From an optimization exercise on the open Yosys and OpenROAD flow, aimed at small area, a short achievable clock period and few clock cycles per item; shortcuts taken in it are not production practice. RTL that was checked went through simulation tests only; none was proved equivalent to the original. For runs 3 to 5, only the layout was checked, not whether the RTL still works. Power is estimated from default activity; no workload was simulated.

## design/flow/config.mk

```make
export PLATFORM = sky130hd
export DESIGN_NAME = sorted_list_insert_delete
export DESIGN_NICKNAME = sorted_list_insert_delete
export VERILOG_FILES = /design/flow/design.v
export SDC_FILE = /design/flow/constraint.sdc
export NUM_CORES = 4
export LEC_CHECK = 0
export ABC_CLOCK_PERIOD_IN_PS = 2500
export CAP_MARGIN = 20
export CELL_PAD_IN_SITES_DETAIL_PLACEMENT = 1
export CORE_MARGIN = 2
export CORE_UTILIZATION = 30
export PLACE_DENSITY = 0.4
export SETUP_SLACK_MARGIN = 3.4
export SLEW_MARGIN = 20
```

## design/flow/constraint.sdc

```tcl
create_clock -name core_clock -period 6.0 [get_ports {clk}]
set_input_delay 1.2000 -clock core_clock [delete_from_list [all_inputs] [get_ports {clk}]]
set_output_delay 1.2000 -clock core_clock [all_outputs]
set_load 0.01 [all_outputs]
```

## design/flow/design.v

```verilog
package slsi_pkg;
  localparam int IN_VALUE_W = 32;
  localparam int COUNT_W    = 7;
  localparam logic FUNC_INSERT = 1'b0;
  localparam logic FUNC_DELETE = 1'b1;
  typedef struct packed {
    logic                         func;
    logic signed [IN_VALUE_W-1:0] value;
  } in_t;
  typedef struct packed {
    logic               ok;
    logic [COUNT_W-1:0] count;
  } out_t;
  typedef struct packed {
    logic eval;
    logic update;
    logic ins;
  } cell_ctl_t;
endpackage
module sorted_list_insert_delete
#(
  parameter int DEPTH       = 64,
  parameter int VALUE_WIDTH = 32
) (
  input  logic clk,
  input  logic rst,
  input  logic in_valid,
  output logic in_stall,
  input  logic [slsi_pkg::IN_VALUE_W:0] in_data,
  output logic out_valid,
  input  logic out_stall,
  output logic [slsi_pkg::COUNT_W:0] out_data
);
  localparam int VW  = slsi_pkg::IN_VALUE_W;
  localparam int CW  = slsi_pkg::COUNT_W;
  localparam int NPT = 8;               
  localparam int SP  = DEPTH / NPT;     
  localparam int BUF = 4;               
  localparam int NM  = DEPTH + BUF;     
  localparam int NG  = (NM + 7) / 8;    
  localparam int QD  = 4;               
  logic [VW-1:0]    ring_d [DEPTH];
  logic [DEPTH-1:0] ring_v;
  logic [VW-1:0]    buf_d  [BUF];
  logic [BUF-1:0]   buf_v;       
  logic [BUF-1:0]   buf_p;       
  logic             a_val;       
  logic             a_del;
  logic [VW-1:0]    a_x;         
  logic             t_val;       
  logic             t_del;
  logic [CW:0]      t_res;       
  logic [NM-1:0]    e_q;         
  logic [(NM+7)/8-1:0] gany_q;   
  logic [CW-1:0]    cnt;         
  logic             stall_q;
  logic             ov;
  logic [CW:0]      od;
  logic [CW:0]      od_h;        
  logic             r_val;       
  logic [CW:0]      r_res;
  logic [QD-1:0][CW:0] q;        
  logic [QD-1:0]    q_wp;        
  logic [QD-1:0]    q_rp;        
  logic [QD-1:0]    q_n;         
  logic [QD:0]      t_n;         
  assign in_stall  = stall_q;
  assign out_valid = ov;
  assign out_data  = od;
  logic acc, acc_ins;
  assign acc     = in_valid && !stall_q && !rst;
  assign acc_ins = acc && (in_data[VW] == slsi_pkg::FUNC_INSERT);
  logic [BUF-1:0] dsel;          
  logic [BUF-1:0] wsel;          
  logic [BUF-1:0] bfree;
  logic [BUF-1:0] bwr;           
  logic [VW-1:0]  hd;
  logic [NPT-1:0] pfree;
  logic [NPT-1:0] dp;            
  logic           drain;
  assign bfree = ~(buf_v | buf_p);
  assign bwr   = bfree | (dsel & {BUF{drain}});
  always_comb begin
    dsel = '0;
    wsel = '0;
    for (int j = BUF - 1; j >= 0; j--) begin
      if (buf_v[j]) dsel = BUF'(1) << j;
      if (bwr[j])   wsel = BUF'(1) << j;
    end
    hd = '0;
    for (int j = 0; j < BUF; j++) begin
      hd = hd | (buf_d[j] & {VW{dsel[j]}});
    end
  end
  for (genvar k = 0; k < NPT; k++) begin : g_pf
    assign pfree[k] = !ring_v[(k * SP + DEPTH - 1) % DEPTH];
  end
  always_comb begin
    dp = '0;
    for (int k = NPT - 1; k >= 0; k--) begin
      if (pfree[k]) dp = NPT'(1) << k;
    end
    if (buf_v == '0) dp = '0;
  end
  assign drain = |dp;
  logic [DEPTH-1:0] eq_r;
  logic [BUF-1:0]   eq_b;
  logic             eq_h;
  for (genvar i = 0; i < DEPTH; i++) begin : g_rcmp
    assign eq_r[i] = (ring_d[i] == a_x);
  end
  for (genvar j = 0; j < BUF; j++) begin : g_bcmp
    assign eq_b[j] = (buf_d[j] == a_x);
  end
  assign eq_h = |(dsel & eq_b);
  logic [DEPTH-1:0] rv_d;        
  logic [BUF-1:0]   bv_keep;     
  logic [NM-1:0]    e_d;
  logic [NG-1:0]    gany_d;
  for (genvar i = 0; i < DEPTH; i++) begin : g_ed
    localparam int PV = (i + DEPTH - 1) % DEPTH;
    if (i % SP == 0) begin : g_pt
      assign e_d[i] = (dp[i / SP] ? eq_h : eq_r[PV]) && rv_d[i];
    end else begin : g_sh
      assign e_d[i] = eq_r[PV] && rv_d[i];
    end
  end
  assign e_d[NM-1:DEPTH] = eq_b & bv_keep;
  logic [NM-1:0] m;
  logic [NG-1:0] gany;
  assign m    = e_q;
  assign gany = gany_q;
  logic [NM-1:0] first;
  logic [NG-1:0] gpre;
  for (genvar g = 0; g < NG; g++) begin : g_grp
    localparam int LO = 8 * g;
    localparam int HI = (8 * g + 7 < NM) ? 8 * g + 7 : NM - 1;
    assign gany_d[g] = |e_d[HI:LO];
    if (g == 0) begin : g_p0
      assign gpre[g] = 1'b0;
    end else begin : g_pn
      assign gpre[g] = |gany[g-1:0];
    end
    for (genvar i = LO; i <= HI; i++) begin : g_bit
      if (i == LO) begin : g_b0
        assign first[i] = m[i] && !gpre[g];
      end else begin : g_bn
        assign first[i] = m[i] && !gpre[g] && !(|m[i-1:LO]);
      end
    end
  end
  logic          is_del;
  logic          found;
  logic [NM-1:0] clr;
  assign is_del = t_val && t_del;
  assign found  = is_del && (|gany);
  assign clr    = is_del ? first : '0;
  logic          ins_a;
  logic          full;
  logic          ins_ok;
  logic [CW-1:0] cnt_dn, cnt_up;
  logic [CW-1:0] cnt_f, cnt_nf;      
  logic [CW:0]   ires_f, ires_nf;    
  logic [CW:0]   res;
  logic          hd_keep;
  assign ins_a   = a_val && !a_del;
  assign full    = cnt[CW-1];
  assign ins_ok  = ins_a && (found || !full);
  assign cnt_dn  = cnt - CW'(1);
  assign cnt_up  = cnt + CW'(1);
  assign cnt_f   = ins_a ? cnt : cnt_dn;
  assign cnt_nf  = (ins_a && !full) ? cnt_up : cnt;
  assign ires_f  = {1'b1, cnt};
  assign ires_nf = full ? {1'b0, cnt} : {1'b1, cnt_up};
  assign res     = t_del ? {found, found ? cnt_dn : cnt} : t_res;
  assign hd_keep = !(|(dsel & clr[NM-1:DEPTH]));
  for (genvar i = 0; i < DEPTH; i++) begin : g_ring
    localparam int PV = (i + DEPTH - 1) % DEPTH;
    if (i % SP == 0) begin : g_pt
      always_ff @(posedge clk) begin
        if (dp[i / SP]) begin
          ring_d[i] <= hd;
        end else begin
          ring_d[i] <= ring_d[PV];
        end
      end
      assign rv_d[i] = !rst && (dp[i / SP] ? hd_keep : (ring_v[PV] && !clr[PV]));
    end else begin : g_sh
      always_ff @(posedge clk) begin
        ring_d[i] <= ring_d[PV];
      end
      assign rv_d[i] = !rst && ring_v[PV] && !clr[PV];
    end
    always_ff @(posedge clk) begin
      ring_v[i] <= rv_d[i];
    end
  end
  for (genvar j = 0; j < BUF; j++) begin : g_buf
    assign bv_keep[j] = buf_v[j] && !clr[DEPTH + j] && !(drain && dsel[j]);
    always_ff @(posedge clk) begin
      if (bwr[j]) begin
        buf_d[j] <= in_data[VW-1:0];
      end
      if (rst) begin
        buf_v[j] <= 1'b0;
        buf_p[j] <= 1'b0;
      end else begin
        buf_p[j] <= wsel[j] && acc_ins;
        if (buf_p[j]) begin
          buf_v[j] <= ins_ok;
        end else begin
          buf_v[j] <= bv_keep[j];
        end
      end
    end
  end
  logic          push;
  logic          take;
  logic          q_empty;
  logic          bypass;         
  logic          enq;
  logic          deq;
  logic [CW:0]   q_head;
  assign push    = r_val;
  assign take    = !ov || !out_stall;
  assign q_empty = !q_n[0];
  assign bypass  = take && q_empty;
  assign enq     = push && !bypass;
  assign deq     = take && !q_empty;
  always_comb begin
    q_head = '0;
    for (int k = 0; k < QD; k++) q_head = q_head | (q[k] & {(CW+1){q_rp[k]}});
  end
  always_ff @(posedge clk) begin
    for (int k = 0; k < QD; k++) begin
      if (push && q_wp[k]) q[k] <= r_res;
    end
    if (take) od_h <= q_empty ? r_res : q_head;
    if (rst)       od <= '0;
    else if (take) od <= q_empty ? r_res : q_head;
    else           od <= od_h;
    if (rst) begin
      ov   <= 1'b0;
      q_wp <= QD'(1);
      q_rp <= QD'(1);
      q_n  <= '0;
    end else begin
      if (take) ov <= push || !q_empty;
      if (enq) q_wp <= {q_wp[QD-2:0], q_wp[QD-1]};
      if (deq) q_rp <= {q_rp[QD-2:0], q_rp[QD-1]};
      if (enq && !deq)      q_n <= {q_n[QD-2:0], 1'b1};
      else if (deq && !enq) q_n <= {1'b0, q_n[QD-1:1]};
    end
  end
  logic [BUF-1:0] bleft;         
  logic           bfree_n;       
  logic           pfree2;
  logic           drain2;
  logic           stall_b;
  always_comb begin
    bleft   = bwr & ~wsel;
    bfree_n = (|bleft) || ((|bwr) && !acc_ins);
    pfree2  = 1'b0;
    for (int k = 0; k < NPT; k++) pfree2 = pfree2 | !ring_v[(k * SP + 2 * DEPTH - 2) % DEPTH];
    drain2  = pfree2 && (|(buf_v & ~(dsel & {BUF{drain}})));
    stall_b = !bfree_n && !drain2;
  end
  logic       hand;
  logic       stall_o;
  logic [QD:0] t_up, t_dn;
  assign hand    = ov && !out_stall;
  assign t_up    = {t_n[QD-1:0], 1'b1};
  assign t_dn    = {1'b0, t_n[QD:1]};
  assign stall_o = (t_n[QD] && !(hand && !acc)) || (t_n[QD-1] && acc && !hand);
  always_ff @(posedge clk) begin
    a_x   <= in_data[VW-1:0];
    a_del <= (in_data[VW] == slsi_pkg::FUNC_DELETE);
    t_del <= a_del;
    t_res <= found ? ires_f : ires_nf;
    r_res <= res;
    e_q   <= e_d;
    gany_q <= gany_d;
    if (rst) begin
      a_val   <= 1'b0;
      t_val   <= 1'b0;
      r_val   <= 1'b0;
      cnt     <= '0;
      t_n     <= '0;
      stall_q <= 1'b0;
    end else begin
      a_val   <= acc;
      t_val   <= a_val;
      r_val   <= t_val;
      cnt     <= found ? cnt_f : cnt_nf;
      if (acc && !hand)      t_n <= t_up;
      else if (hand && !acc) t_n <= t_dn;
      stall_q <= stall_b || stall_o;
    end
  end
endmodule
```

## design/flow/run.sh

```bash
#!/bin/bash
# synth_recipe.tcl (not shown) runs the flow's synth.tcl, then flattens the netlist and writes it again
# the make line also repeats each setting of config.mk as NAME=value (left out here)
make -C /OpenROAD-flow-scripts/flow DESIGN_CONFIG=/design/flow/config.mk WORK_HOME=/design/flow/orfs CLKGATE_MAP_FILE= SYNTH_SCRIPT=/design/flow/synth_recipe.tcl finish
```

==> run summary, run 1 <==
worst hold start=ring_d[58][5]; Worst-Margin Slew=1.002 ns; CORE AREA=0.2741 mm²; area of the mapped netlist=0.08275 mm²; RR Endpoint=gany_q[2]; ANT nets after route=0; hold slack=0.3309 ns; Post-CTS Hold Buffers=0; Tmin final=2.728 ns; final hold violation count=0; kind of critical path=reg -> reg; fin crit share=0.4547; post-DR vias/cell=4.847; Lkg Pwr=36.00 nW; # IOs=47; clk sinks=2452; status=no timing/DRC/antenna violations; area share of the largest cell type after synthesis=0.5545; Internal Power=27.88 mW; # H-tree levels=5; CP arrival=3.50 ns; via total after detailed routing=54070; FFs w/ async S/R, synth=0; Worst VDD drop=307.6 µV; Min-Delay Path Class=reg -> reg; post-synthesis sequential area ratio=0.6126; clock share of power=0.469; reg2reg path depth=9; Critical Path RT=6.78 ns; Switch Pwr=8.766 mW; Die W=529.2 µm; synth warn=3; global placer's final weighted congestion=0.8506; Critical Path Fanout Max=5; Num CTS Buffers=288; combinational power share=0.064; RR Startpoint=a_x[24]; drt first pass iters=5; share of layout cells above drive strength 1=0.1378; port bufs=46; pin count of the biggest net entering global routing=68; EDFF count, synth=160; hold endpoint=ring_d[59][5]; fin nets=7294; Cells on Worst Hold Path=0; Yosys reg bits=2452; setup repair after global routing missed its margin=true; setup TNS=0 ns; Power Dens Cells=361.5 mW/mm²; CTS tree=done; Critical Path Sink Type=flop; Longest Clk Path Bufs=4; Setup Skew=0.04562 ns; clock root buffer=clkbuf_16; most frequent cells in the layout=2241 x dfxtp_1, 1583 x xnor2_1, 572 x xor2_1, 434 x nand4_1, 371 x nor2_1; Max Freq=366.5 MHz; Slew headroom=0.3317; initial antenna violation count=37; DIE AREA=0.2800 mm²; Slew Viols, Final=0; DR WL/cell=32.91 µm; GRT Total Usage=0.2579; initial core utilization=0.3019; post-synthesis cell count=6915; HPWL Detailed=236400 µm; synth top area cells=dfxtp_1 55%, xnor2_1 17%, xor2_1 6.4%; commonest non-fill, non-tap cell in the layout=dfxtp_1; CP startpoint kind=flop; count of final setup violators=0; Detailed Route WL=367200 µm; max-cap violations=0; Netlist cell types=69; drt drc=0; syn_nets=6960; site row count=192; Die Ht=529.2 µm; Sequential Power Share=0.467; first-pass GRT wire length=495400 µm; worst skew pair latency=0.94 ns; syn_area_per_cell=11.97 µm²; Worst R2R Setup Slack=3.27 ns; Fill cells=28900; Net Sw Frac=0.2392; Area growth syn-to-layout=22.51%; cell taking the most area after synthesis=dfxtp_1; total gr overflow=0; Synth Flop Type=dfxtp_1; clock-pin slew on the worst setup and hold paths=0.06 ns; DRT iter0 DRCs=4612; vias in the first global route=56610
stage by stage:
step                utilization  total power [mW]  instance area (µm²)  std cells  setup slack [ns]
floorplan                     -             18.56                82780       6915             3.401
global placement         0.3205             19.40                87860      10430             2.266
detailed placement       0.3207             19.39                87900      10440             2.213
CTS                      0.3676             36.86               100800      11130             3.199
global route             0.3697             37.70               101300      11140             3.226
finish                   0.3698             36.64               101400      11160             3.272
critical path, cell delays in order, from the launching register on:
cell     delay [ns]
dfxtp_4        0.43
buf_6          0.15
xor2_2         0.18
nor4_1         0.08
nand4_1        0.25
nor3_2         0.10
o41ai_4        0.51
buf_6          0.24
o32ai_2        0.10
or4b_1         0.52
layer usage:
| metal | share of wire | track usage | vias up |
|---|---|---|---|
| met4 | 0.038 | 0.08872 | 12 |
| met2 | 0.44 | 0.4019 | 1572 |
| met5 | 0.00019 | 0 | - |
| met3 | 0.049 | 0.03834 | 540 |
| li1 | - | - | 23900 |
| met1 | 0.47 | 0.3618 | 28050 |
cells by family (layout without fill, tap and decap cells):
family	count (synthesis)	count (layout)	share of synthesized area
compound gates	478	478	0.03495
xor+xnor	2185	2185	0.2313
fa+ha+maj	10	10	0.001452
buf+inv	424	959	0.02846
flops	2452	2452	0.6126
mux	18	18	0.002208
other cells	0	18	0
simple gates	1348	1349	0.08908
power by group through the flow:
stage	registers [mW]	clock network [mW]	logic [mW]
floorplan	17.3	0	1.29
global placement	17.6	0	1.78
detailed placement	17.6	0	1.78
CTS	17.1	17.5	2.30
global route	17.1	18.1	2.43
finish	17.1	17.2	2.33
worst max-delay path by stage:
stage               from         to  slack [ns]  cells after the start
2_1_floorplan  out_stall     q_n[0]        3.40                      9
3_3_place_gp     a_x[21]  gany_q[0]        2.27                      7
3_5_place_dp     a_x[21]  gany_q[0]        2.21                      7
4_1_cts          a_x[30]  gany_q[0]        3.20                      9
5_1_grt          a_x[30]  gany_q[2]        3.23                     10
6_report         a_x[24]  gany_q[2]        3.27                      9
synthesized netlist by cell type (27+ instances only):
| cell | number |
|---|---|
| nand3_1 | 34 |
| nor4_1 | 266 |
| o21ai_0 | 27 |
| a22oi_1 | 48 |
| and3_1 | 63 |
| buf_4 | 142 |
| clkbuf_1 | 83 |
| a221oi_1 | 33 |
| dfxtp_1 | 2292 |
| buf_2 | 112 |
| nor2_1 | 374 |
| xnor2_1 | 1583 |
| xor2_1 | 602 |
| nand4_1 | 434 |
| nand2_1 | 63 |
| edfxtp_1 | 160 |
| nor3_1 | 35 |
| a21oi_1 | 309 |
| inv_1 | 57 |
area by class of cell:
cell class / count / area, µm² / area share
Sequential cell: 2452 / 50850 / 0.5016
Multi-Input combinational cell: 4040 / 31330 / 0.3091
Clock buffer: 416 / 8264 / 0.08152
Timing Repair Buffer: 409 / 5216 / 0.05146
Tap cell: 3686 / 4612 / 0.04549
Clock inverter: 76 / 828.3 / 0.008171
Inverter: 58 / 226.5 / 0.002234
Antenna cell: 18 / 45.04 / 0.0004443
timing repair:
action / 4_1_cts / 5_1_grt
cloned: 15 / 1
setup buffers: 184 / 8
endpoints found under the setup margin: 487 / 109
resized for setup: 293 / 85
pin swaps: 19 / 18
sequential cells by signal, indices dropped and copies added, names as in the netlist, 4 cells and up:
name	cells
a_x	32
buf_d	128
buf_p	4
buf_v	4
cnt	7
e_q	68
gany_q	9
od	8
od_h	8
q	32
q_n	4
q_rp	4
q_wp	4
r_res	8
ring_d	2048
ring_v	64
t_n	5
t_res	8
Testbench counts, summed over its fixed seeds: cycles 5,297, items 5,200.
==> inputs of run 2 (changes only) <==
==> design/flow/flow/run.sh (new file) <==
#!/bin/bash
# The standard layout (the standard.sh, every step), with the clock tree built from
# larger sink clusters and without dummy balancing loads. Each tool's full output stays in
# orfs/logs; make's own output goes to standard.log here.
set -euo pipefail
bash standard.sh "CTS_ARGS=-sink_clustering_enable -repair_clock_nets -dont_use_dummy_load -sink_clustering_size 30 -sink_clustering_max_diameter 100" finish > standard.log 2>&1
==> design/flow/standard.sh (new file) <==
#!/bin/bash
# synth_recipe.tcl (not shown) runs the flow's synth.tcl, then flattens the netlist and writes it again
# the make line also repeats each setting of config.mk as NAME=value (left out here)
make -C /OpenROAD-flow-scripts/flow DESIGN_CONFIG=/design/flow/config.mk WORK_HOME=/design/flow/orfs CLKGATE_MAP_FILE= SYNTH_SCRIPT=/design/flow/synth_recipe.tcl "${@:-finish}"
removed: design/flow/run.sh
==> run 2 against run 1 <==
  * Flip-flop and latch count is the same
  * Setup slack lost 0.0085 ns
  * Die area is the same
  * Core utilization shrank 2.4 points
  * Register-to-register slack is essentially flat
  * Routed wire length shrank 1.9%
  * Final area shrank 6.5%
  * Clock power shrank 51%
  * Fmax shrank 0.31%
  * Sequential power is essentially flat
  * Critical path type unchanged
  * Critical endpoint unchanged
  * Highest routed layer unchanged
==> run summary, run 2 <==
status=no timing/DRC/antenna violations; register area=0.05085 mm²; reg2reg path depth=9; Net Sw Frac=0.2525; combinational power share=0.083; DR WL/cell=33.42 µm; count of final setup violators=0; vias in the first global route=54350; Die W=529.2 µm; most frequent cells in the layout=2242 x dfxtp_1, 1583 x xnor2_1, 583 x xor2_1, 434 x nand4_1, 371 x nor2_1; drt first pass iters=5; Max Freq=365.4 MHz; CP startpoint kind=flop; Area after DPL=0.08790 mm²; first-pass GRT wire length=481200 µm; fin nets=7116; syn_area_per_cell=11.97 µm²; Area growth syn-to-layout=14.56%; Critical Path Sink Type=flop; Post-CTS Hold Buffers=0; HPWL Detailed=236400 µm; EDFF count, synth=160; via total after detailed routing=52600; FFs w/ async S/R, synth=0; global placer's final weighted congestion=0.8506; routed wl met3=15970 µm; clock-pin slew on the worst setup and hold paths=0.12 ns; met2 wire len=161200 µm; Slew headroom=0.3199; DRT iter0 DRCs=4397; Critical Path RT=6.68 ns; Tmin final=2.737 ns; Biggest register=ring_d; kind of critical path=reg -> reg; cell taking the most area after synthesis=dfxtp_1; Internal Power=20.80 mW; Fill cells=29200; Metal-1 WL=171900 µm; port bufs=46; max FFs per register=2048; ANT nets after route=0; design area=0.09480 mm²; Worst-Margin Slew=1.020 ns; Setup Skew=0.1218 ns; clk sinks=2452; Yosys reg bits=2452; Detailed Route WL=360100 µm; # IOs=47; setup slack after layout=3.263 ns; Sequential Power Share=0.615; pin count of the biggest net entering global routing=68; Netlist cell types=69; clock root buffer=clkbuf_16; fin crit share=0.4562; area share of the largest cell type after synthesis=0.5545; Slew Viols, Final=0; count leader, synth=dfxtp_1; synth warn=3; Power Dens Cells=293.5 mW/mm²; setup TNS=0 ns; commonest non-fill, non-tap cell in the layout=dfxtp_1; Cells on Worst Hold Path=0; total gr overflow=0; initial core utilization=0.3019; top sig layer=met5; initial antenna violation count=38; site row count=192; syn_nets=6960; final cell utilization of the core=0.3458; Synth Flop Type=dfxtp_1; Lkg Pwr=32.77 nW; Worst VDD drop=243.3 µV; Min-Delay Path Class=reg -> reg; area of the mapped netlist=0.08275 mm²; clock share of power=0.303; post-synthesis sequential area ratio=0.6126; Die Ht=529.2 µm; multi-input combinational cell area=0.03138 mm²; Longest Clk Path Bufs=3; drt drc=0; post-DR vias/cell=4.881; share of layout cells above drive strength 1=0.1037; max-cap violations=0; synth top area cells=dfxtp_1 55%, xnor2_1 17%, xor2_1 6.4%; # H-tree levels=3; CP arrival=3.42 ns; Num CTS Buffers=105; Switch Pwr=7.026 mW; setup repair after global routing missed its margin=true; post-synthesis cell count=6915; worst skew pair latency=0.83 ns; CTS tree=done; pre-CTS WS=2.213 ns; GRT Total Usage=0.2498; DIE AREA=0.2800 mm²; Post-synth top cells=2292 x dfxtp_1, 1583 x xnor2_1, 602 x xor2_1; Critical Path Fanout Max=6; CORE AREA=0.2741 mm²; final hold violation count=0; largest registers=ring_d (2048), buf_d (128), e_q (68)
## run 2: cell counts after synthesis
Identical to the previous run, type by type.
## run 2: final timing paths
check                                    start             end  slack [ns]
worst max register to register         a_x[24]       gany_q[2]        3.26
worst max-delay path                   a_x[24]       gany_q[2]        3.26
worst min register to register  ring_d[32][17]  ring_d[33][17]        0.32
worst min-delay path            ring_d[32][17]  ring_d[33][17]        0.32
## run 2: kinds of logic after synthesis
| logic type | after synthesis | synth area share |
|---|---|---|
| flip-flops | 2452 | 0.6126 |
| XOR/XNOR | 2185 | 0.2313 |
| AND/OR/NAND/NOR | 1348 | 0.08908 |
| AO/OA/AOI/OAI | 478 | 0.03495 |
| buffers and inverters | 424 | 0.02846 |
| multiplexers | 18 | 0.002208 |
| adder cells (fa/ha/maj) | 10 | 0.001452 |
## run 2: stage by stage
step | hold slack [ns] | cells | total power [mW]
floorplan | 0.3226 | 6915 | 18.56
global placement | 0.3366 | 10430 | 19.40
detailed placement | 0.3445 | 10440 | 19.39
CTS | 0.3261 | 10710 | 27.90
global route | 0.3279 | 10760 | 28.66
finish | 0.3188 | 10780 | 27.82
## run 2: worst max-delay path, stage by stage, from the launching register on
cell and delay, ns:
dfxtp_4 0.48, buf_6 0.16, xor2_4 0.23, nor4_2 0.08
nand4_1 0.21, nor3_2 0.11, o41ai_4 0.51, buf_6 0.24
o32ai_4 0.09, or4b_1 0.48
## run 2: repair_timing
action / 4_1_cts / 5_1_grt
setup endpoints to repair: 490 / 87
pin swaps: 19 / 32
gates cloned: 9 / 4
endpoints found under the hold margin: 0 / 0
gates resized for setup: 277 / 104
setup buffers: 162 / 38
## run 2: final cells by class
type                       instances  area share
clock buffer                     105     0.02772
tap                             3686     0.04865
multi-input combinational       4040      0.3310
timing repair buffer             414     0.05332
antenna                           20   0.0005279
inverter                          58    0.002415
sequential                      2452      0.5364
## run 2: power groups by stage
stage | Combinational [mW] | Sequential [mW] | Clock, mW
after floorplan | 1.29 | 17.3 | 0
final | 2.30 | 17.1 | 8.42
after detailed placement | 1.78 | 17.6 | 0
after global placement | 1.78 | 17.6 | 0
after global routing | 2.40 | 17.1 | 9.13
after CTS | 2.23 | 17.1 | 8.58
## run 2: per-layer routing
metal  track usage  vias to the layer above
li1              -                    23310
met1        0.3571                    27570
met2        0.3981                     1339
met3       0.02579                      369
met4       0.06774                       10
met5             0                        -
==> inputs of run 3 (changes only) <==
--- a/design/flow/design.v
+++ b/design/flow/design.v
@@ -51,7 +51,6 @@
   logic             t_del;
   logic [CW:0]      t_res;       
   logic [NM-1:0]    e_q;         
-  logic [(NM+7)/8-1:0] gany_q;   
   logic [CW-1:0]    cnt;         
   logic             stall_q;
   logic             ov;
@@ -116,7 +115,6 @@
   logic [DEPTH-1:0] rv_d;        
   logic [BUF-1:0]   bv_keep;     
   logic [NM-1:0]    e_d;
-  logic [NG-1:0]    gany_d;
   for (genvar i = 0; i < DEPTH; i++) begin : g_ed
     localparam int PV = (i + DEPTH - 1) % DEPTH;
     if (i % SP == 0) begin : g_pt
@@ -129,13 +127,12 @@
   logic [NM-1:0] m;
   logic [NG-1:0] gany;
   assign m    = e_q;
-  assign gany = gany_q;
   logic [NM-1:0] first;
   logic [NG-1:0] gpre;
   for (genvar g = 0; g < NG; g++) begin : g_grp
     localparam int LO = 8 * g;
     localparam int HI = (8 * g + 7 < NM) ? 8 * g + 7 : NM - 1;
-    assign gany_d[g] = |e_d[HI:LO];
+    assign gany[g] = |m[HI:LO];
     if (g == 0) begin : g_p0
       assign gpre[g] = 1'b0;
     end else begin : g_pn
@@ -279,7 +276,6 @@
     t_res <= found ? ires_f : ires_nf;
     r_res <= res;
     e_q   <= e_d;
-    gany_q <= gany_d;
     if (rst) begin
       a_val   <= 1'b0;
       t_val   <= 1'b0;
--- a/design/flow/config.mk
+++ b/design/flow/config.mk
@@ -11,5 +11,5 @@
 export CORE_MARGIN = 2
 export CORE_UTILIZATION = 30
 export PLACE_DENSITY = 0.4
-export SETUP_SLACK_MARGIN = 3.4
+export SETUP_SLACK_MARGIN = 3.6
 export SLEW_MARGIN = 20
==> run 3 against run 2 <==
  * Core utilization grew 0.23 points
  * Sequential share of layout area about the same
  * Clock power down 0.7%
  * Fmax down 7.8%
  * Critical path depth down 1
  * Via count down 0.39%
  * Largest power group unchanged
  * Flip-flop and latch count fell by 9
  * Final cell count fell by 1.2%
==> run summary, run 3 <==
final cell utilization of the core=0.3481; synth warn=3; main combinational cell family by area after synthesis=XOR/XNOR gates; share of layout cells above drive strength 1=0.1128; total gr overflow=0; Yosys reg bits=2443; Longest Clk Path Bufs=3; max FFs per register=2048; setup TNS=0 ns; via total after detailed routing=52390; Synth Flop Type=dfxtp_1; DIE AREA=0.2772 mm²; ANT nets after route=0; first-pass GRT wire length=481800 µm; Critical Path Fanout Max=6; port bufs=46; HPWL Detailed=240600 µm; status=no timing/DRC/antenna violations; Die Ht=526.5 µm; Max Freq=336.8 MHz; syn_nets=6957; max-cap violations=0; setup slack after layout=3.031 ns; hold slack=0.3118 ns; clock-pin slew on the worst setup and hold paths=0.12 ns; # IOs=47; # H-tree levels=3; drt drc=0; origin of the worst setup path=e_q[48]; Synth Area in Compound Gates=0.03652; Power Total=27.36 mW; most frequent cells in the layout=2223 x dfxtp_1, 2022 x xnor2_1, 520 x nand4_1, 323 x nor2_1, 252 x a21oi_1; drt first pass iters=5; CTS tree=done; RR Startpoint=e_q[48]; Worst VDD drop=197.0 µV; clock root buffer=clkbuf_16; worst hold start=ring_d[52][20]; CORE AREA=0.2712 mm²; syn_area_per_cell=11.85 µm²; commonest non-fill, non-tap cell in the layout=dfxtp_1; Layout Cells excl Fill=10640; CP startpoint kind=flop; initial antenna violation count=29; DR WL/cell=33.57 µm; pin count of the biggest net entering global routing=68; design area=0.09443 mm²; Area after DPL=0.08759 mm²; largest registers=ring_d (2048), buf_d (128), e_q (68); setup repair after global routing missed its margin=true; Detailed Route WL=357300 µm; pre-CTS WS=2.339 ns; post-synthesis cell count=6912; Worst-Margin Slew=1.018 ns; post-synthesis sequential area ratio=0.6167; Critical Path RT=6.74 ns; kind of critical path=reg -> reg; Area growth syn-to-layout=15.29%; Lkg Pwr=30.92 nW; cell taking the most area after synthesis=dfxtp_1; final hold violation count=0; count leader, synth=dfxtp_1; Fill cells=28870; global placer's final weighted congestion=0.8585; Critical Path Sink Type=flop; Tmin final=2.969 ns; post-synthesis mux area share=0.002246; Slew Viols, Final=0; Cells on Worst Hold Path=0; Power Dens Cells=289.8 mW/mm²; Post-CTS Hold Buffers=0; FFs w/ async S/R, synth=0; XOR/XNOR Fraction of Synth Area=0.2336; dpl cells=10300; fin nets=7106; synth top area cells=dfxtp_1 56%, xnor2_1 22%, edfxtp_1 5.9%; GRT Total Usage=0.2518; site row count=191; area share of the largest cell type after synthesis=0.5580; Min-Delay Path Class=reg -> reg; worst skew pair latency=0.83 ns; clk sinks=2443; DRT iter0 DRCs=4291; area of the mapped netlist=0.08191 mm²; fin crit share=0.4948; EDFF count, synth=160; Netlist cell types=75; Biggest register=ring_d; adder-cell share of the synthesized area=0.001344; post-DR vias/cell=4.922; Die W=526.5 µm; Num CTS Buffers=105; reg2reg path depth=8; CP arrival=3.71 ns; initial core utilization=0.3020; count of final setup violators=0; vias in the first global route=54930; Setup Skew=0.08590 ns; Slew headroom=0.3148; Post-synth top cells=2283 x dfxtp_1, 2026 x xnor2_1, 520 x nand4_1; Simple-Gate Fraction of Synth Area=0.08991
run 3: cell count changes in the layout (fill, tap and decap cells not counted), sizes merged, moves of 33 or more:
| cell | previous run | this run |
|---|---|---|
| xor2 | 602 | 159 |
| xnor2 | 1583 | 2026 |
| nor4 | 267 | 172 |
| o21ai | 28 | 62 |
| nand2b | 5 | 38 |
| nand4 | 434 | 521 |
run 3: final timing paths:
kind | slack [ns] | end
hold / removal | 0.31 | ring_d[53][20]
setup / recovery | 3.03 | cnt[0]
setup reg to reg | 3.03 | cnt[0]
hold reg to reg | 0.31 | ring_d[53][20]
run 3: layer usage:
layer / vias to the layer above / routed length, µm / track usage / part of all wire
li1: 23260 / - / - / -
met1: 27290 / 159000 / 0.3369 / 0.45
met2: 1431 / 167500 / 0.4199 / 0.47
met3: 399 / 17380 / 0.03297 / 0.049
met4: 12 / 13250 / 0.07811 / 0.037
met5: - / 77 / 0 / 0.00022
run 3: area by class of cell:
type	count	area, µm²	area share
Sequential cell	2443	50680	0.5367
Multi-Input combinational cell	4050	31870	0.3375
Timing Repair Buffer	406	4523	0.04790
Tap cell	3570	4467	0.04730
Clock buffer	105	2628	0.02783
Inverter	54	212.7	0.002253
Antenna cell	14	35.03	0.0003710
Timing Repair inverter	1	7.507	0.00007950
run 3: cells by family (layout without fill, tap and decap cells):
kind of cell,after synthesis,after routing
AO/OA/AOI/OAI,496,496
XOR/XNOR,2185,2185
adder cells (fa/ha/maj),9,9
buffers and inverters,422,566
flip-flops,2443,2443
multiplexers,18,18
other,0,14
AND/OR/NAND/NOR,1339,1342
run 3: what timing repair did:
| item | in CTS | in global routing |
|---|---|---|
| buffers inserted | 178 | 38 |
| pin swaps | 72 | 31 |
| resized for setup | 351 | 91 |
| endpoints found under the setup margin | 501 | 198 |
| gates cloned | 10 | 2 |
run 3: power by group:
part           leakage, nW  switching (mW)  internal, mW
Sequential            20.1           0.292          16.6
Combinational         9.50            1.27         0.830
Clock                 1.29            5.22          3.14
Total                 30.9            6.78          20.6
run 3: critical path, cell delays in order, from the launching register on:
cell and delay (ns):
dfxtp_1 0.40, nor4_1 0.89, nand4_4 0.28, o41ai_4 0.40, buf_6 0.18, buf_12 0.14
mux2i_4 0.22, mux2_4 0.33, nor2_1 0.08
==> inputs of run 4 (changes only) <==
--- a/design/flow/config.mk
+++ b/design/flow/config.mk
@@ -5,11 +5,11 @@
 export SDC_FILE = /design/flow/constraint.sdc
 export NUM_CORES = 4
 export LEC_CHECK = 0
-export ABC_CLOCK_PERIOD_IN_PS = 2500
+export ABC_CLOCK_PERIOD_IN_PS = 1700
 export CAP_MARGIN = 20
 export CELL_PAD_IN_SITES_DETAIL_PLACEMENT = 1
 export CORE_MARGIN = 2
 export CORE_UTILIZATION = 30
 export PLACE_DENSITY = 0.4
-export SETUP_SLACK_MARGIN = 3.6
+export SETUP_SLACK_MARGIN = 3.4
 export SLEW_MARGIN = 20
==> run 4 against run 3 <==
  * Still clean
  * Register-to-register slack lost 0.12 ns
  * Global-route usage is 0.53 points lower
  * Core utilization down 0.42 points
  * Highest routed layer unchanged
  * Critical path depth is 2 higher
  * Count of clock-buffer cells in the layout is 2 lower
==> run summary, run 4 <==
status=no timing/DRC/antenna violations; most frequent cells in the layout=2223 x dfxtp_1, 2025 x xnor2_1, 520 x nand4_1, 331 x nor2_1, 259 x a21oi_1; DIE AREA=0.2772 mm²; syn_area_per_cell=11.85 µm²; Netlist cell types=75; area share of the largest cell type after synthesis=0.5580; count of final setup violators=0; Critical Path RT=6.64 ns; clock root buffer=clkbuf_16; DR WL/cell=33.16 µm; Num CTS Buffers=103; clock-pin slew on the worst setup and hold paths=0.12 ns; Worst-Margin Slew=1.107 ns; syn_nets=6957; kind of critical path=reg -> reg; fin crit share=0.5142; synth warn=3; Biggest register=ring_d; # IOs=47; vias in the first global route=54400; DRT iter0 DRCs=3952; Detailed Route WL=350200 µm; max-cap violations=0; CP startpoint kind=flop; Longest Clk Path Bufs=3; HPWL Detailed=231800 µm; ANT nets after route=0; Min-Delay Path Class=reg -> reg; EDFF count, synth=160; fin nets=7027; site row count=191; Critical Path Fanout Max=7; # H-tree levels=3; cell taking the most area after synthesis=dfxtp_1; Power Dens Cells=292.3 mW/mm²; hold slack=0.3144 ns; post-DR vias/cell=4.874; pin count of the biggest net entering global routing=81; setup TNS=0 ns; final hold violation count=0; Critical Path Sink Type=flop; FFs w/ async S/R, synth=0; post-synthesis sequential area ratio=0.6167; Die Ht=526.5 µm; CORE AREA=0.2712 mm²; first-pass GRT wire length=471900 µm; drt drc=0; Die W=526.5 µm; CTS tree=done; Slew headroom=0.2554; port bufs=46; Tmin final=3.085 ns; total gr overflow=0; global placer's final weighted congestion=0.8465; Post-CTS Hold Buffers=0; clk sinks=2443; area of the mapped netlist=0.08191 mm²; Yosys reg bits=2443; share of layout cells above drive strength 1=0.09928; post-synthesis cell count=6912; initial antenna violation count=32; initial core utilization=0.3020; Slew Viols, Final=0; Worst VDD drop=233.5 µV; worst skew pair latency=0.81 ns; Post-synth top cells=2283 x dfxtp_1, 2026 x xnor2_1, 520 x nand4_1; drt first pass iters=5; GRT Total Usage=0.2465; commonest non-fill, non-tap cell in the layout=dfxtp_1; CP arrival=3.72 ns; via total after detailed routing=51480; Max Freq=324.2 MHz; Setup Skew=0.1088 ns; setup repair after global routing missed its margin=true; max FFs per register=2048; largest registers=ring_d (2048), buf_d (128), e_q (68); final cell utilization of the core=0.3440; Area growth syn-to-layout=13.91%; Synth Flop Type=dfxtp_1; Lkg Pwr=30.47 nW; count leader, synth=dfxtp_1; synth top area cells=dfxtp_1 56%, xnor2_1 22%, edfxtp_1 5.9%
run 4: cell counts after synthesis:
No cell type changed its count.
run 4: final timing paths:
kind                            slack, ns  depth (start not counted)          from      endpoint
worst max-delay path                 2.92                         10        e_q[8]        cnt[5]
worst max register to register       2.92                         10        e_q[8]        cnt[5]
worst min register to register       0.31                          0  ring_d[2][4]  ring_d[3][4]
worst min-delay path                 0.31                          0  ring_d[2][4]  ring_d[3][4]
run 4: critical path, cell delays in order (launching register included):
cell and delay [ns]:
dfxtp_4 0.38, or4_4 0.55, nor4_4 0.44, buf_4 0.22, nand2_1 0.09, o41ai_4 0.28
buf_4 0.18, buf_12 0.15, nor3_1 0.07, a31oi_1 0.19, mux2_1 0.33
run 4: what timing repair did:
item                       in CTS  in global routing
setup endpoints to repair     460                208
pin swaps                      39                 54
cloned                          7                  1
setup buffers                 115                 35
gates resized for setup       238                142
run 4: area by class of cell:
type	count	area, µm²
Inverter	54	212.7
Sequential cell	2443	50680
Timing Repair inverter	1	7.507
Timing Repair Buffer	331	3666
Tap cell	3570	4467
Antenna cell	11	27.53
Clock buffer	103	2577
Fill cell	28880	177900
Multi-Input combinational cell	4048	31660
run 4: cell families (layout without fill, tap and decap cells):
family	after synthesis	count (layout)	synth area share
XOR/XNOR	2185	2185	0.2336
multiplexers	18	18	0.002245
flip-flops	2443	2443	0.6167
AO/OA/AOI/OAI	496	496	0.03652
adder cells (fa/ha/maj)	9	9	0.001344
other	0	11	0
AND/OR/NAND/NOR	1339	1340	0.08991
buffers and inverters	422	489	0.01968
run 4: per-layer routing:
layer,up-vias,part of all wire,GRT usage
met5,-,0.00019,0
met3,416,0.042,0.03096
met1,26730,0.44,0.3215
met2,1200,0.47,0.4161
met4,10,0.043,0.08943
li1,23120,-,-
run 4: metrics by stage:
step,worst slack (ns),total power [mW],instances,cell area [µm²]
floorplan,3.178,18.32,6912,81950
global placement,1.998,19.11,10290,87370
detailed placement,2.181,19.12,10290,87450
CTS,2.952,27.45,10510,92410
global route,2.858,28.13,10550,93280
finish,2.915,27.27,10560,93300
run 4: power by group:
part | internal, mW | leakage, nW | switching [mW]
Combinational | 0.805 | 9.06 | 1.22
Clock | 3.08 | 1.27 | 5.25
Sequential | 16.6 | 20.1 | 0.301
==> inputs of run 5 (changes only) <==
==> design/flow/flow/run.sh (replaced) <==
#!/bin/bash
# The standard layout (the standard.sh, every step), with the clock tree built from
# larger sink clusters and without dummy balancing loads. Each tool's full output stays in
# orfs/logs; make's own output goes to standard.log here.
set -euo pipefail
bash standard.sh "CTS_ARGS=-sink_clustering_enable -repair_clock_nets -dont_use_dummy_load -sink_clustering_size 24 -sink_clustering_max_diameter 100" finish > standard.log 2>&1
--- a/design/flow/config.mk
+++ b/design/flow/config.mk
@@ -5,7 +5,7 @@
 export SDC_FILE = /design/flow/constraint.sdc
 export NUM_CORES = 4
 export LEC_CHECK = 0
-export ABC_CLOCK_PERIOD_IN_PS = 1700
+export ABC_CLOCK_PERIOD_IN_PS = 2500
 export CAP_MARGIN = 20
 export CELL_PAD_IN_SITES_DETAIL_PLACEMENT = 1
 export CORE_MARGIN = 2
==> run 5 against run 4 <==
  * Final cell count increased by 0.40%
  * Global-route usage grew 0.083 points
  * Synthesized area unchanged
  * Critical path type unchanged
  * Clock skew down 0.019 ns
  * Combinational power hardly changed
  * First-iteration DRC count is 0.28% higher
  * Still clean
==> run summary, run 5 <==
HPWL Detailed=231800 µm; pin count of the biggest net entering global routing=81; Switch Pwr=6.839 mW; RR Endpoint=e_q[40]; origin of the worst setup path=e_q[14]; synth top area cells=dfxtp_1 56%, xnor2_1 22%, edfxtp_1 5.9%; via total after detailed routing=51610; initial core utilization=0.3020; Synth Flop Type=dfxtp_1; synth warn=3; global placer's final weighted congestion=0.8465; Cells on Worst Hold Path=0; Area growth syn-to-layout=14.52%; ANT nets after route=0; Max Freq=328.9 MHz; post-DR vias/cell=4.867; drt first pass iters=5; largest registers=ring_d (2048), buf_d (128), e_q (68); FFs w/ async S/R, synth=0; area share of the largest cell type after synthesis=0.5580; syn_nets=6957; port bufs=46; DIE AREA=0.2772 mm²; total gr overflow=0; CP arrival=3.75 ns; CP max-delay cell=or4_4; fin nets=7060; final hold violation count=0; Critical Path Fanout Max=8; initial antenna violation count=32; Critical Path Sink Type=flop; # IOs=47; hold endpoint=ring_d[2][5]; Worst path max stage delay=0.56 ns; worst hold start=ring_d[1][5]; CP top delay family=simple AND/OR/NAND/NOR gates; Power Dens Cells=295.4 mW/mm²; # H-tree levels=3; Lkg Pwr=30.71 nW; Yosys reg bits=2443; RR Startpoint=e_q[14]; Post-CTS Hold Buffers=0; Worst VDD drop=307.6 µV; Die W=526.5 µm; clock root buffer=clkbuf_16; Net Sw Frac=0.2468; commonest non-fill, non-tap cell in the layout=dfxtp_1; max FFs per register=2048; clock-pin slew on the worst setup and hold paths=0.11 ns; Slew headroom=0.3864; Biggest register=ring_d; Longest Clk Path Bufs=3; DR WL/cell=33.18 µm; setup TNS=0 ns; Detailed Route WL=351800 µm; clk sinks=2443; Netlist cell types=75; Sequential Power Share=0.610; syn_area_per_cell=11.85 µm²; Setup Skew=0.08997 ns; post-synthesis cell count=6912; count leader, synth=dfxtp_1; GRT Total Usage=0.2473; Layout Cells excl Fill=10600; combinational power share=0.074; CORE AREA=0.2712 mm²; cell taking the most area after synthesis=dfxtp_1; worst skew pair latency=0.81 ns; Critical Path RT=6.71 ns; most frequent cells in the layout=2225 x dfxtp_1, 2025 x xnor2_1, 520 x nand4_1, 331 x nor2_1, 260 x a21oi_1; Die Ht=526.5 µm; Worst Path Buf+Inv=3; dpl cells=10290; first-pass GRT wire length=473300 µm; Internal Power=20.87 mW; EDFF count, synth=160; DRT iter0 DRCs=3963; post-synthesis sequential area ratio=0.6167; reg2reg path depth=10; CTS tree=done; kind of critical path=reg -> reg; Fill cells=28850; drt drc=0; area of the mapped netlist=0.08191 mm²; vias in the first global route=54430; count of final setup violators=0; Min-Delay Path Class=reg -> reg; clock share of power=0.316; Slew Viols, Final=0; status=no timing/DRC/antenna violations; Worst-Margin Slew=0.9141 ns; CP startpoint kind=flop; share of layout cells above drive strength 1=0.1027; Num CTS Buffers=116; site row count=191; max-cap violations=0; Worst R2R Setup Slack=2.96 ns; Post-synth top cells=2283 x dfxtp_1, 2026 x xnor2_1, 520 x nand4_1; Tmin final=3.040 ns; fin crit share=0.5067; setup repair after global routing missed its margin=true; worst-path cell chain=or4_4, nor4_4, buf_4, nand4b_1, a2111oi_4, buf_6, a31oi_4, buf_6, nand4b_1, o21ai_1
-- run 5: worst max-delay path by stage --
stage	endpoint	slack [ns]	depth (start not counted)
after global placement	e_q[56]	2.00	8
final	e_q[40]	2.96	10
after floorplan	r_res[0]	3.18	8
after CTS	cnt[3]	2.95	10
after global routing	cnt[3]	2.89	10
after detailed placement	e_q[56]	2.18	8
-- run 5: timing repair --
action                                  4_1_cts  5_1_grt
resized for setup                           243      117
gates cloned                                  7        1
endpoints found under the setup margin      458      152
buffers inserted                            116       54
pin swaps                                    46       49
-- run 5: per-stage QoR --
stage	utilization	power (mW)	instance area (µm²)	worst slack (ns)	hold WS (ns)
6_report	0.3458	27.71	93800	2.960	0.3337
5_1_grt	0.3457	28.61	93750	2.890	0.3372
4_1_cts	0.3421	27.88	92800	2.952	0.3306
3_5_place_dp	0.3224	19.12	87450	2.181	0.3551
3_3_place_gp	0.3221	19.11	87370	1.998	0.3528
2_1_floorplan	-	18.32	81950	3.178	0.3436
-- run 5: kinds of logic (layout without fill, tap and decap cells) --
| group | count (synthesis) | in the layout | synth area share |
|---|---|---|---|
| AOI/OAI and AO/OA | 496 | 496 | 0.03652 |
| xor gates and xnor gates | 2185 | 2185 | 0.2336 |
| adders and majority gates | 9 | 9 | 0.001344 |
| buffers and inverters | 422 | 522 | 0.01968 |
| DFF | 2443 | 2443 | 0.6167 |
| muxes | 18 | 18 | 0.002245 |
| other | 0 | 20 | 0 |
| and+or+nand+nor | 1339 | 1340 | 0.08991 |
-- run 5: final cells by class --
| type | count | area [µm²] | share of cell area |
|---|---|---|---|
| Sequential cell | 2443 | 50670 | 0.5402 |
| Tap cell | 3570 | 4467 | 0.04762 |
| Inverter | 54 | 212.7 | 0.002268 |
| Clock buffer | 116 | 2903 | 0.03095 |
| Multi-Input combinational cell | 4048 | 31610 | 0.3370 |
| Antenna cell | 20 | 50.05 | 0.0005335 |
| Timing Repair inverter | 1 | 7.507 | 0.00008003 |
| Timing Repair Buffer | 351 | 3881 | 0.04138 |
-- run 5: routing by layer --
layer,routed length [µm],up-vias,GRT usage
met2,169000,1181,0.4206
met3,15010,423,0.02777
met4,14470,8,0.08800
li1,-,23220,-
met1,153300,26780,0.3228
met5,55,-,0
-- run 5: power groups by stage --
stage / clock network (mW) / registers [mW] / logic (mW)
4_1_cts: 8.95 / 16.9 / 2.01
3_5_place_dp: 0 / 17.4 / 1.72
6_report: 8.75 / 16.9 / 2.06
5_1_grt: 9.52 / 16.9 / 2.16
2_1_floorplan: 0 / 17.1 / 1.21
3_3_place_gp: 0 / 17.4 / 1.72
==> inputs of run 6 (changes only) <==
--- a/design/flow/design.v
+++ b/design/flow/design.v
@@ -51,6 +51,7 @@
   logic             t_del;
   logic [CW:0]      t_res;       
   logic [NM-1:0]    e_q;         
+  logic [(NM+7)/8-1:0] gany_q;   
   logic [CW-1:0]    cnt;         
   logic             stall_q;
   logic             ov;
@@ -115,6 +116,7 @@
   logic [DEPTH-1:0] rv_d;        
   logic [BUF-1:0]   bv_keep;     
   logic [NM-1:0]    e_d;
+  logic [NG-1:0]    gany_d;
   for (genvar i = 0; i < DEPTH; i++) begin : g_ed
     localparam int PV = (i + DEPTH - 1) % DEPTH;
     if (i % SP == 0) begin : g_pt
@@ -127,12 +129,13 @@
   logic [NM-1:0] m;
   logic [NG-1:0] gany;
   assign m    = e_q;
+  assign gany = gany_q;
   logic [NM-1:0] first;
   logic [NG-1:0] gpre;
   for (genvar g = 0; g < NG; g++) begin : g_grp
     localparam int LO = 8 * g;
     localparam int HI = (8 * g + 7 < NM) ? 8 * g + 7 : NM - 1;
-    assign gany[g] = |m[HI:LO];
+    assign gany_d[g] = |e_d[HI:LO];
     if (g == 0) begin : g_p0
       assign gpre[g] = 1'b0;
     end else begin : g_pn
@@ -276,6 +279,7 @@
     t_res <= found ? ires_f : ires_nf;
     r_res <= res;
     e_q   <= e_d;
+    gany_q <= gany_d;
     if (rst) begin
       a_val   <= 1'b0;
       t_val   <= 1'b0;
==> run 6 against run 5 <==
  * Fmax is 11% higher
  * Register-to-register slack better by 0.30 ns
  * Critical path depth is 2 lower
  * Synthesized area is 1.0% higher
  * Clock power is 1% higher
  * Clock skew is 0.0019 ns higher
  * Flip-flop and latch count is 9 higher
  * Still clean
  * Final area is 1.6% higher
  * Core utilization is 0.19 points higher
==> run summary, run 6 <==
area of the mapped netlist=0.08275 mm²; fin nets=7125; Max Freq=365.1 MHz; drt first pass iters=5; Min-Delay Path Class=reg -> reg; post-synthesis sequential area ratio=0.6126; cell taking the most area after synthesis=dfxtp_1; setup TNS=0 ns; grt met1 use=0.3604; CORE AREA=0.2741 mm²; Worst VDD drop=251.8 µV; Detailed Route WL=362200 µm; FFs w/ async S/R, synth=0; Area growth syn-to-layout=15.20%; largest registers=ring_d (2048), buf_d (128), e_q (68); worst skew pair latency=0.83 ns; Fill cells=29170; Critical Path RT=6.67 ns; Worst R2R Setup Slack=3.26 ns; Worst-Margin Slew=1.040 ns; reg2reg path depth=8; pin count of the biggest net entering global routing=68; # IOs=47; initial antenna violation count=38; layer with the highest usage=met2; site row count=192; port bufs=46; Cells on Worst Hold Path=0; Longest Clk Path Bufs=3; Layout Cells excl Fill=10780; Critical Path Fanout Max=7; kind of critical path=reg -> reg; max-cap violations=0; clock root buffer=clkbuf_16; status=no timing/DRC/antenna violations; Die Ht=529.2 µm; max FFs per register=2048; Power Dens Cells=296.9 mW/mm²; Post-CTS Hold Buffers=0; Slew headroom=0.3069; Lkg Pwr=33.05 nW; DIE AREA=0.2800 mm²; syn_nets=6960; M3 GR Usage=0.02372; first-pass GRT wire length=483500 µm; post-synthesis cell count=6915; Num CTS Buffers=118; global placer's final weighted congestion=0.8506; Post-synth top cells=2292 x dfxtp_1, 1583 x xnor2_1, 602 x xor2_1; # H-tree levels=3; ANT nets after route=0; final hold violation count=0; total gr overflow=0; GRT Total Usage=0.2513; post-DR vias/cell=4.882; EDFF count, synth=160; met2 usage=0.4022; initial core utilization=0.3019; Yosys reg bits=2452; count of final setup violators=0; dpl cells=10440; Tmin final=2.739 ns; share of layout cells above drive strength 1=0.1055; multi-input combinational cell area=0.03148 mm²; area share of the largest cell type after synthesis=0.5545; Biggest register=ring_d; clock-pin slew on the worst setup and hold paths=0.10 ns; synth top area cells=dfxtp_1 55%, xnor2_1 17%, xor2_1 6.4%; CP startpoint kind=flop; count leader, synth=dfxtp_1; Netlist cell types=69; Synth Flop Type=dfxtp_1; via total after detailed routing=52640; Critical Path Sink Type=flop; vias in the first global route=54300; fin crit share=0.4565; commonest non-fill, non-tap cell in the layout=dfxtp_1; setup repair after global routing missed its margin=true; Setup Skew=0.09190 ns; syn_area_per_cell=11.97 µm²; DRT iter0 DRCs=4682; register area=0.05084 mm²; most frequent cells in the layout=2243 x dfxtp_1, 1583 x xnor2_1, 584 x xor2_1, 434 x nand4_1, 371 x nor2_1; Slew Viols, Final=0; drt drc=0; synth warn=3; CTS tree=done; HPWL Detailed=236400 µm; Die W=529.2 µm; CP arrival=3.41 ns; DR WL/cell=33.59 µm; clk sinks=2452
==> run 6: cell types whose count changed in the layout (fill, tap and decap cells not counted), moves of 13 or more <==
| cell | previous run | this run |
|---|---|---|
| a21oi_1 | 260 | 306 |
| a21oi_2 | 17 | 4 |
| and2_1 | 7 | 20 |
| buf_12 | 50 | 82 |
| dfxtp_1 | 2225 | 2243 |
| nand2b_1 | 37 | 4 |
| nand4_1 | 520 | 434 |
| nor2_1 | 331 | 371 |
| nor4_1 | 115 | 182 |
| nor4_2 | 42 | 67 |
| o21ai_0 | 51 | 25 |
| xnor2_1 | 2025 | 1583 |
| xor2_1 | 159 | 584 |
| xor2_2 | 0 | 15 |
==> run 6: worst paths after layout <==
kind,from,to
setup / recovery,a_x[12],gany_q[2]
hold / removal,ring_d[17][19],ring_d[18][19]
setup reg to reg,a_x[12],gany_q[2]
hold reg to reg,ring_d[17][19],ring_d[18][19]
==> run 6: logic make-up (layout without fill, tap and decap cells) <==
| group | count (synthesis) | after routing | share of synthesized area |
|---|---|---|---|
| other cells | 0 | 18 | 0 |
| mux | 18 | 18 | 0.002208 |
| compound gates | 478 | 478 | 0.03495 |
| fa+ha+maj | 10 | 10 | 0.001452 |
| buf+inv | 424 | 586 | 0.02846 |
| xor+xnor | 2185 | 2185 | 0.2313 |
| flops | 2452 | 2452 | 0.6126 |
| simple gates | 1348 | 1349 | 0.08908 |
==> run 6: worst max-delay path: stages, from the launching register on <==
cell and delay [ns]:
dfxtp_4 0.44, xor2_1 0.40, nor4_1 0.12, nand4_1 0.25
nor3_4 0.08, o41ai_4 0.50, buf_6 0.24, o32ai_4 0.09
or4b_1 0.48
==> run 6: repair_timing <==
action / in CTS / in global routing
buffers inserted: 154 / 40
endpoints found under the setup margin: 489 / 90
pin swaps: 11 / 33
gates resized for setup: 253 / 149
gates cloned: 10 / 5
==> run 6: layer usage <==
metal,routed length (µm),up-vias,share of wire
met2,162700,1420,0.45
met4,10470,6,0.029
met1,173100,27520,0.48
met5,39,-,0.00011
met3,15850,354,0.044
li1,-,23340,-
==> run 6: area by class of cell <==
type,instances,area share
sequential,2452,0.5334
multi-input combinational,4040,0.3302
timing repair buffer,410,0.05418
tap,3686,0.04838
clock buffer,118,0.03098
inverter,58,0.002402
antenna,18,0.0004725
==> run 6: stage by stage <==
| step | hold slack (ns) | setup WS (ns) | power (mW) | cell area, µm² | util |
|---|---|---|---|---|---|
| floorplan | 0.3226 | 3.401 | 18.56 | 82780 | - |
| global placement | 0.3366 | 2.266 | 19.40 | 87860 | 0.3205 |
| detailed placement | 0.3445 | 2.213 | 19.39 | 87900 | 0.3207 |
| CTS | 0.3293 | 3.201 | 28.36 | 93920 | 0.3426 |
| global route | 0.3331 | 3.231 | 29.17 | 95290 | 0.3476 |
| finish | 0.3245 | 3.261 | 28.30 | 95320 | 0.3478 |
==> run 6: where the power goes <==
part           switching, mW  internal (mW)  total (mW)
Sequential             0.358           16.7        17.1
Combinational           1.40          0.925        2.33
Clock                   5.38           3.50        8.88
Testbench counts of run 6, summed over its fixed seeds: cycles 5,297, items 5,200.
==> inputs of run 7 (changes only) <==
--- a/design/flow/config.mk
+++ b/design/flow/config.mk
@@ -9,7 +9,7 @@
 export CAP_MARGIN = 20
 export CELL_PAD_IN_SITES_DETAIL_PLACEMENT = 1
 export CORE_MARGIN = 2
-export CORE_UTILIZATION = 30
-export PLACE_DENSITY = 0.4
-export SETUP_SLACK_MARGIN = 3.4
+export CORE_UTILIZATION = 45
+export PLACE_DENSITY = 0.6
+export SETUP_SLACK_MARGIN = 3.6
 export SLEW_MARGIN = 20
==> run 7 against run 6 <==
  * Still clean
  * Critical path depth is 2 higher
  * Combinational power is 2% higher
  * Count of clock-buffer cells in the layout is 6 lower
  * Largest cell class unchanged
==> run summary, run 7 <==
first-pass GRT wire length=446800 µm; Post-CTS Hold Buffers=0; max-cap violations=0; max FFs per register=2048; site row count=157; FFs w/ async S/R, synth=0; most frequent cells in the layout=2246 x dfxtp_1, 1582 x xnor2_1, 567 x xor2_1, 434 x nand4_1, 369 x nor2_1; drt first pass iters=6; Yosys reg bits=2452; Critical Path Sink Type=flop; # IOs=47; drt drc=0; clk sinks=2452; CTS tree=done; CP max-delay cell=dfxtp_4; Min-Delay Path Class=reg -> reg; Critical Path Fanout Max=7; Synth Flop Type=dfxtp_1; synth warn=3; Worst path max stage delay=0.43 ns; Worst VDD drop=262.0 µV; Power Total=27.97 mW; Worst Path Buf+Inv=3; commonest non-fill, non-tap cell in the layout=dfxtp_1; met2 wire len=145000 µm; Tmin final=2.709 ns; setup TNS=0 ns; via total after detailed routing=55910; DIE AREA=0.1873 mm²; Die Ht=432.8 µm; DRT iter0 DRCs=6762; # H-tree levels=3; Fill cells=18510; syn_area_per_cell=11.97 µm²; Num CTS Buffers=112; clock root buffer=clkbuf_16; count of final setup violators=0; pre-CTS WS=1.932 ns; worst skew pair latency=0.86 ns; CP startpoint kind=flop; fin nets=7173; top sig layer=met5; syn_nets=6960; final cell utilization of the core=0.5173; EDFF count, synth=160; fin crit share=0.4515; total gr overflow=0; Biggest register=ring_d; synth top area cells=dfxtp_1 55%, xnor2_1 17%, xor2_1 6.4%; Metal-1 WL=132300 µm; Critical Path RT=6.79 ns; cell taking the most area after synthesis=dfxtp_1; pin count of the biggest net entering global routing=68; post-synthesis cell count=6915; final hold violation count=0; post-synthesis sequential area ratio=0.6126; Setup Skew=0.07321 ns; Area after DPL=0.08627 mm²; CORE AREA=0.1829 mm²; kind of critical path=reg -> reg; ANT nets after route=0; Post-synth top cells=2292 x dfxtp_1, 1583 x xnor2_1, 602 x xor2_1; port bufs=46; Die W=432.8 µm; DR WL/cell=34.78 µm; post-DR vias/cell=5.819; area of the mapped netlist=0.08275 mm²; clock-pin slew on the worst setup and hold paths=0.12 ns; setup repair after global routing missed its margin=true; Detailed Route WL=334100 µm; count leader, synth=dfxtp_1; Slew Viols, Final=0; CP top delay family=simple AND/OR/NAND/NOR gates; routed wl met3=30000 µm; Power Dens Cells=295.6 mW/mm²; Max Freq=369.1 MHz; initial antenna violation count=37; worst-path cell chain=buf_4, xor2_1, nor4_2, nand4_1, nor3_4, o41ai_4, buf_6, buf_8, o32ai_4, nand4bb_1; GRT Total Usage=0.3409; Longest Clk Path Bufs=3; dpl cells=9196; Area growth syn-to-layout=14.34%; Layout Cells excl Fill=9608; vias in the first global route=56840; initial core utilization=0.4524; largest registers=ring_d (2048), buf_d (128), e_q (68); HPWL Detailed=207400 µm; Slew headroom=0.3955; hold slack=0.3401 ns; Lkg Pwr=33.42 nW; design area=0.09461 mm²; global placer's final weighted congestion=0.9573; status=no timing/DRC/antenna violations; Worst-Margin Slew=0.9055 ns; Netlist cell types=69; setup slack after layout=3.291 ns; share of layout cells above drive strength 1=0.1183; CP arrival=3.50 ns; area share of the largest cell type after synthesis=0.5545
## run 7: cell types whose count changed in the layout (fill, tap and decap cells not counted), moves of 7 or more
cell / change
xor2_1: -17
buf_4: +49
nor4_1: -12
nor4_2: +10
a21oi_1: -7
buf_12: +13
xor2_2: +17
## run 7: logic make-up after synthesis
| family | synth area share |
|---|---|
| AND/OR/NAND/NOR | 0.08908 |
| XOR/XNOR | 0.2313 |
| adder cells (fa/ha/maj) | 0.001452 |
| buffers and inverters | 0.02846 |
| multiplexers | 0.002208 |
| flip-flops | 0.6126 |
| AO/OA/AOI/OAI | 0.03495 |
## run 7: cell type report
cell class | count | area (µm²) | area share
antenna | 18 | 45.04 | 0.0004761
clock buffer | 112 | 2803 | 0.02962
inverter | 58 | 241.5 | 0.002552
multi-input combinational | 4039 | 31860 | 0.3367
sequential | 2452 | 50840 | 0.5374
tap | 2464 | 3083 | 0.03258
timing repair buffer | 464 | 5732 | 0.06058
timing repair inverter | 1 | 7.507 | 0.00007935
## run 7: path summary, 6_finish.rpt
path | cells after the start | end | slack (ns) | from
worst min register to register | 0 | t_del | 0.34 | a_del
worst min-delay path | 0 | t_del | 0.34 | a_del
worst max register to register | 10 | gany_q[6] | 3.29 | a_x[31]
worst max-delay path | 10 | gany_q[6] | 3.29 | a_x[31]
## run 7: metal layers
layer | vias to the layer above | global-route usage
li1 | 23410 | -
met1 | 28450 | 0.4426
met2 | 3057 | 0.5197
met3 | 982 | 0.06268
met4 | 12 | 0.2244
met5 | - | 0
## run 7: worst reg2reg max path, cell delays in order (launching register included)
cell and delay (ns):
dfxtp_4 0.43, buf_4 0.15, xor2_1 0.19, nor4_2 0.41
nand4_1 0.32, nor3_4 0.34, o41ai_4 0.09, buf_6 0.15
buf_8 0.14, o32ai_4 0.26, nand4bb_1 0.15
## run 7: repair_timing
action                                 CTS  global route
setup endpoints to repair              521           138
buffers inserted                       203            59
pin swaps                               57            44
cloned                                  14             6
endpoints found under the hold margin    0             0
gates resized for setup                309           144
## run 7: where the power goes
group          switching [mW]  leakage [nW]  total [mW]  internal (mW)
logic                    1.42          11.8        2.37          0.951
registers               0.352          20.2        17.1           16.7
clock network            5.17          1.38        8.50           3.33
total                    6.95          33.4        28.0           21.0

## re-timing with driven ports
The results above use ideal ports. As a check the final layouts listed here were re-extracted and re-timed, cells and wires unchanged.
Step 1, drivers: a clkbuf_16 drives clk and a buf_2 each remaining input, both assumed.
Step 2 also shifts input and output timing later by t, the mid clock arrival at the registers, as if the neighbouring blocks saw the same clock.
a / b / c = ideal / step 1 / step 2; a / b = the first two.
| run | shift t [ns] | slack for setup (ns) | worst register clock-pin slew, ns | cell pins on the clock port's net |
|---|---|---|---|---|
| run 1 | 1.004 | 3.272 / 3.272 / 2.533 | 0.07 / 0.07 | 1 |
| run 2 | 0.859 | 3.263 / 3.263 / 2.617 | 0.12 / 0.12 | 1 |
| run 3 | 0.869 | 3.031 / 3.031 / 2.956 | 0.13 / 0.13 | 1 |
| run 4 | 0.860 | 2.915 / 2.915 / 2.719 | 0.13 / 0.12 | 1 |
| run 5 | 0.862 | 2.960 / 2.960 / 2.759 | 0.11 / 0.11 | 1 |
| run 6 | 0.870 | 3.261 / 3.261 / 2.595 | 0.11 / 0.11 | 1 |
| run 7 | 0.904 | 3.291 / 3.291 / 2.773 | 0.12 / 0.12 | 1 |
After both steps setup and hold are still met in every run listed. The setup slack of run 1, which loses most, moves by 0.000 ns with the drivers and by -0.739 ns with both steps.
